This is an optimization exercise on Yosys and OpenROAD, whose aim is small area, not a production implementation.
In this exercise RTL edits were held to simulation tests only and were not proved equivalent to the original.
Power figures rest on the tool's default switching activity, not on a simulated workload.

### design/flow/config.mk
export PLATFORM = sky130hd
export DESIGN_NAME = regfile_sb
export DESIGN_NICKNAME = regfile_sb
export VERILOG_FILES = /design/flow/design.v
export SDC_FILE = /design/flow/constraint.sdc
export NUM_CORES = 4
export LEC_CHECK = 0
export CAP_MARGIN = 20
export CORE_MARGIN = 2
export CORE_UTILIZATION = 40
export SLEW_MARGIN = 20
### design/flow/constraint.sdc
create_clock -name core_clock -period 8.0 [get_ports {clk}]
set_input_delay 1.6000 -clock core_clock [delete_from_list [all_inputs] [get_ports {clk}]]
set_output_delay 1.6000 -clock core_clock [all_outputs]
set_load 0.01 [all_outputs]
### design/flow/design.v
module regfile_sb #(
  parameter int DATA_W = 32,
  parameter int ADDR_W = 5,
  parameter int NRD    = 4
) (
  input  logic                    clk,
  input  logic                    reset,
  input  logic [NRD*ADDR_W-1:0]   rd_addr,
  output logic [NRD*DATA_W-1:0]   rd_data,
  output logic [NRD-1:0]          rd_busy,
  output logic                    hazard,
  input  logic [NRD-1:0]          rd_en,
  input  logic [1:0]              wr_en,
  input  logic [2*ADDR_W-1:0]     wr_addr,
  input  logic [2*DATA_W-1:0]     wr_data,
  input  logic                    iss_en,
  input  logic [ADDR_W-1:0]       iss_addr,
  input  logic                    flush,
  output logic [ADDR_W:0]         pend_cnt
);
  localparam int DEPTH = 1 << ADDR_W;
  logic [DATA_W-1:0] regs [DEPTH];
  logic [DEPTH-1:0]  busy;
  logic [DEPTH-1:0]  busy_nxt;
  logic [DEPTH-1:0]  wb_hit;
  logic [ADDR_W:0]   busy_cnt;
  logic [ADDR_W-1:0] wa0, wa1;
  logic [DATA_W-1:0] wd0, wd1;
  logic [1:0]        wv;
  assign wa0 = wr_addr[ADDR_W-1:0];
  assign wa1 = wr_addr[2*ADDR_W-1:ADDR_W];
  assign wd0 = wr_data[DATA_W-1:0];
  assign wd1 = wr_data[2*DATA_W-1:DATA_W];
  assign wv = {wr_en[1] && (wa1 != '0), wr_en[0] && (wa0 != '0)};
  always_comb begin
    wb_hit = '0;
    if (wv[0]) wb_hit[wa0] = 1'b1;
    if (wv[1]) wb_hit[wa1] = 1'b1;
  end
  always_comb begin
    busy_nxt = busy & ~wb_hit;
    if (flush) busy_nxt = '0;
    if (iss_en && (iss_addr != '0)) busy_nxt[iss_addr] = 1'b1;
  end
  always_comb begin
    busy_cnt = '0;
    for (int r = 0; r < DEPTH; r++) begin
      busy_cnt = busy_cnt + (ADDR_W+1)'(busy_nxt[r]);
    end
  end
  for (genvar k = 0; k < NRD; k++) begin : g_rd
    logic [ADDR_W-1:0] ra;
    logic              nz;
    assign ra = rd_addr[k*ADDR_W +: ADDR_W];
    assign nz = (ra != '0);
    assign rd_data[k*DATA_W +: DATA_W] =
        !nz                      ? '0  :
        (wv[1] && (wa1 == ra))   ? wd1 :
        (wv[0] && (wa0 == ra))   ? wd0 :
                                   regs[ra];
    assign rd_busy[k] = nz && busy[ra] && !wb_hit[ra];
  end
  assign hazard = |(rd_busy & rd_en);
  always_ff @(posedge clk) begin
    if (!reset) begin
      for (int r = 0; r < DEPTH; r++) regs[r] <= '0;
    end else begin
      if (wv[0]) regs[wa0] <= wd0;
      if (wv[1]) regs[wa1] <= wd1;
    end
  end
  always_ff @(posedge clk) begin
    if (!reset) begin
      busy     <= '0;
      pend_cnt <= '0;
    end else begin
      busy     <= busy_nxt;
      pend_cnt <= busy_cnt;
    end
  end
endmodule
### design/flow/run.sh
#!/bin/bash
# synth_recipe.tcl (not shown) runs the flow's synth.tcl, then flattens the netlist and writes it again
# the make line also repeats each setting of config.mk as NAME=value (left out here)
make -C /OpenROAD-flow-scripts/flow DESIGN_CONFIG=/design/flow/config.mk WORK_HOME=/design/flow/orfs CLKGATE_MAP_FILE= SYNTH_SCRIPT=/design/flow/synth_recipe.tcl finish
==> flow_metrics.py <==
metrics = {
    "run_status": {
        "status": "complete, no violations",
    },
    "finish": {
        "area_growth_pct": 14.4,
        "most-common-layout-cells": "mux4_2 (1320), a22o_1 (1025), edfxtp_1 (1024)",
        "final_util_pct": 46.0,
        "final_common_cell": "mux4_2",
        "nets": 5933,
        "nFillCells": 17800,
        "drive_gt1_share_pct": 37.1,
    },
    "synthesis": {
        "synth.top_cell.area_share_pct": 37.0,
        "synth_nets": 5934,
        "synthTopCellsByArea": "edfxtp_1 (37%), mux4_2 (36%), a22o_1 (11%), clkbuf_1 (3.0%), nor2_1 (1.7%)",
        "seq_area_frac_synth_pct": 37.9,
        "yosysWarnings": 1,
        "ys.flop_type": "edfxtp_1",
        "synthArstFlopShare_pct": 0,
        "synth_edf_count": 1024,
        "synthCells": 5779,
        "synth_cell_type_count": 93,
        "post_synth.cell_area_avg_um2": 14.4,
        "synth_top_cell_by_area": "edfxtp_1",
        "synth_seq_cells": 1062,
        "synthesis.area_um2": 83100,
    },
    "floorplanning": {
        "ios": 248,
        "initial_utilization_pct": 40.2,
        "die_h_um": 460,
        "coreArea_um2": 207000,
        "die_area_um2": 211000,
        "dieWidth_um": 460,
        "rows": 167,
    },
    "critical_path": {
        "crit_arrival_ns": 8.48,
        "critPathKind": "input port to flop",
        "setup.worst_path.start": "wr_addr[5]",
        "worstReg2RegStart": "busy[13]",
        "critPathMaxFanout": 5,
        "worst_ep_required_time_ns": 8.69,
        "worstSetupEndpointType": "flop",
        "start_kind": "input port",
    },
    "clock_tree": {
        "clkSlewWorstSetupHoldPaths_ns": 0.06,
        "clock_latency_ns": 0.80,
        "cts_sinks": 1062,
        "post_cts_buffers": 0,
        "cts-buffers-inserted": 121,
        "clockBufferDepth": 3,
        "cts_htree_levels": 3,
        "cts-root-buf": "clkbuf_16",
        "cts_tree": "yes",
    },
    "power_and_ir_drop": {
        "power_frac_comb_pct": 25.5,
        "p_per_area_nw_per_um2": 179,
        "switchingPower_mw": 5.32,
        "total_power_mw": 17.0,
        "switching_share_pct": 31.3,
        "internal_power_mw": 11.7,
        "p_clk_share_pct": 34.8,
        "power_leakage_nw": 31.5,
        "vdd_drop_max_v": 0.000202,
        "p_seq_share_pct": 39.6,
    },
    "grt": {
        "grt_pass1_wl_mm": 565,
        "grt_max_degree": 88,
        "antenna_found_initial": 20,
        "grt_usage_pct": 39.0,
        "grt_pass1_vias": 67500,
        "overflow": 0,
    },
    "sta": {
        "final-max-slew-violation-count": 0,
        "worst-slew-pin-transition_ns": 1.34,
        "fmax_mhz": 128,
        "period_share_pct": 97.4,
        "fin_skew_ns": 0.0115,
        "grt_setup_unrepaired": "true",
        "finalCriticalPeriod_ns": 7.79,
        "hold_violations": 0,
        "slew_headroom_pct": 10.6,
        "timing.final.ws_setup_ns": 0.210,
        "setup_viol": 0,
    },
    "drt": {
        "finalWirelength_mm": 419,
        "drt-pass1-iter-count": 9,
        "vias_per_cell": 8.16,
        "postRouteAntennaNets": 0,
        "vias": 70200,
        "first_iter_violations": 13300,
        "route.detailed.drc": 0,
        "wl_per_cell_um": 48.8,
    },
    "placed_design": {
        "gp_congestion": 0.978,
        "io_buffers": 247,
        "dp_slack_ns": -0.624,
        "dpl.hpwl_mm": 246,
    },
    "min_path": {
        "min_from": "busy[10]",
        "hold_class": "flop to flop",
    },
    "run": {
        "cap_violations": 0,
    },
}
==> cell usage after synthesis, types with 7 or more instances <==
| cell type | instances |
|---|---|
| nand3_1 | 41 |
| nor2b_1 | 19 |
| a22oi_1 | 7 |
| a21oi_1 | 149 |
| nand3b_1 | 18 |
| a221oi_1 | 7 |
| a31oi_1 | 21 |
| xor2_1 | 22 |
| nor2_1 | 369 |
| o32ai_1 | 14 |
| o221ai_1 | 12 |
| and3_1 | 11 |
| a22o_1 | 1025 |
| nand2b_1 | 9 |
| o211ai_1 | 27 |
| buf_6 | 7 |
| dfxtp_1 | 38 |
| ha_1 | 22 |
| o21ai_0 | 34 |
| mux4_2 | 1320 |
| mux2i_1 | 131 |
| inv_1 | 64 |
| or3_1 | 10 |
| fa_1 | 24 |
| buf_1 | 159 |
| o2111ai_1 | 8 |
| a32oi_1 | 11 |
| a211oi_1 | 134 |
| nor4_1 | 14 |
| nand2_1 | 95 |
| buf_2 | 61 |
| clkbuf_1 | 656 |
| nor3_1 | 41 |
| and2_1 | 32 |
| xnor2_1 | 16 |
| edfxtp_1 | 1024 |
==> kinds of logic (layout without fill, tap and decap cells) <==
family / after synthesis / count (layout) / synth area share (%)
compound gates: 1514 / 1514 / 14.9
xor+xnor: 39 / 39 / 0.420
fa+ha+maj: 46 / 46 / 0.910
buf+inv: 965 / 1067 / 4.55
flops: 1062 / 1062 / 37.9
mux: 1455 / 1455 / 37.4
other cells: 0 / 13 / 0
simple gates: 698 / 698 / 3.88
==> repair_timing <==
action                     4_1_cts  5_1_grt
resized for setup                0       19
hold buffers                     0        0
setup endpoints to repair        0        3
==> state kept, by name, indices dropped and copies added (netlist names) <==
name      flops
regs       1024
pend_cnt      6
busy         32
==> worst max-delay path, cell delays in order <==
cell and delay (ns):
clkdlybuf4s50_1 0.47, inv_1 0.06, ha_1 0.20, nand2b_1 0.09
nor2_1 0.06, ha_1 0.33, buf_4 0.18, nand2b_1 0.09
buf_4 0.14, nor4_1 0.06, buf_4 0.16, o21ai_0 0.56
a41oi_2 0.24, fa_1 0.52, inv_1 0.05, fa_1 0.51
fa_1 0.43, fa_1 0.50, inv_1 0.05, fa_1 0.45
fa_1 0.49, inv_1 0.05, ha_1 0.22, fa_2 0.40
a21o_1 0.17, a21oi_2 0.15, xnor2_1 0.08, and2_1 0.16
==> metrics by stage <==
step           cells  TNS (ns)  cell area, µm²  hold slack (ns)
6_report        8598         0           95000            0.734
3_3_place_gp    8356     -1.81           90700            0.722
3_5_place_dp    8357     -1.99           90700            0.711
5_1_grt         8587   -0.0997           95000            0.791
2_1_floorplan   5779         0           83200            0.578
4_1_cts         8583         0           94800            0.721
==> layout make-up <==
cell class | count | area [µm²] | share of cell area (%)
Clock inverter | 85 | 998 | 1.05
Tap cell | 2704 | 3380 | 3.56
Timing Repair Buffer | 768 | 7150 | 7.52
Inverter | 73 | 298 | 0.313
Sequential cell | 1062 | 31500 | 33.2
Antenna cell | 13 | 32.5 | 0.0342
Multi-Input combinational cell | 3752 | 48500 | 51.1
Clock buffer | 141 | 3100 | 3.27
==> path summary, 6_finish.rpt <==
path                      end  slack (ns)  depth (start not counted)
setup / recovery  pend_cnt[4]        0.21                         28
hold / removal       busy[10]        0.73                          2
setup reg to reg  pend_cnt[4]        2.80                         16
hold reg to reg      busy[10]        0.73                          2
==> power by group through the flow <==
stage | Sequential [mW] | Clock [mW] | Combinational, mW
after CTS | 6.72 | 5.88 | 4.18
after floorplan | 6.74 | 0 | 2.43
final | 6.74 | 5.92 | 4.35
after global routing | 6.78 | 6.09 | 4.37
after global placement | 6.80 | 0 | 4.17
after detailed placement | 6.83 | 0 | 4.17
==> per-layer routing <==
| layer | up-vias | track usage (%) | wire length (µm) |
|---|---|---|---|
| met3 | 2123 | 16.8 | 68700 |
| met1 | 35400 | 46.3 | 133000 |
| met5 | - | 1.10 | 528 |
| li1 | 24900 | - | - |
| met2 | 7672 | 55.2 | 177000 |
| met4 | 39 | 30.7 | 40200 |

-- afterwards: timing with drivers on the ports --
No port has a modelled driver above. Below, the same layout with a new extraction and two added sets of constraints.
Step 1: set_driving_cell puts a clkbuf_16 on clk and a buf_2 on each other input, an assumption about the parent block.
Step 2 adds t to the input delays and takes it off the output delays; t is the mean of the earliest and latest rising clock arrival at the registers after step 1. Input paths then give back, and output paths get back, about the clock's delay inside the block.
Slacks: ideal ports / drivers / drivers and shift; pairs: ideal ports / drivers.
t, ns: 0.887
setup WS [ns]: 0.210 / 0.215 / -0.643
worst setup path at the end: input to register
worst slew at a driven data input, ns: 0.16
Met with ideal ports but missed after step 2: setup timing in this run. For this run, drivers alone change the setup slack by +0.005 ns; drivers and shift together by -0.853 ns.
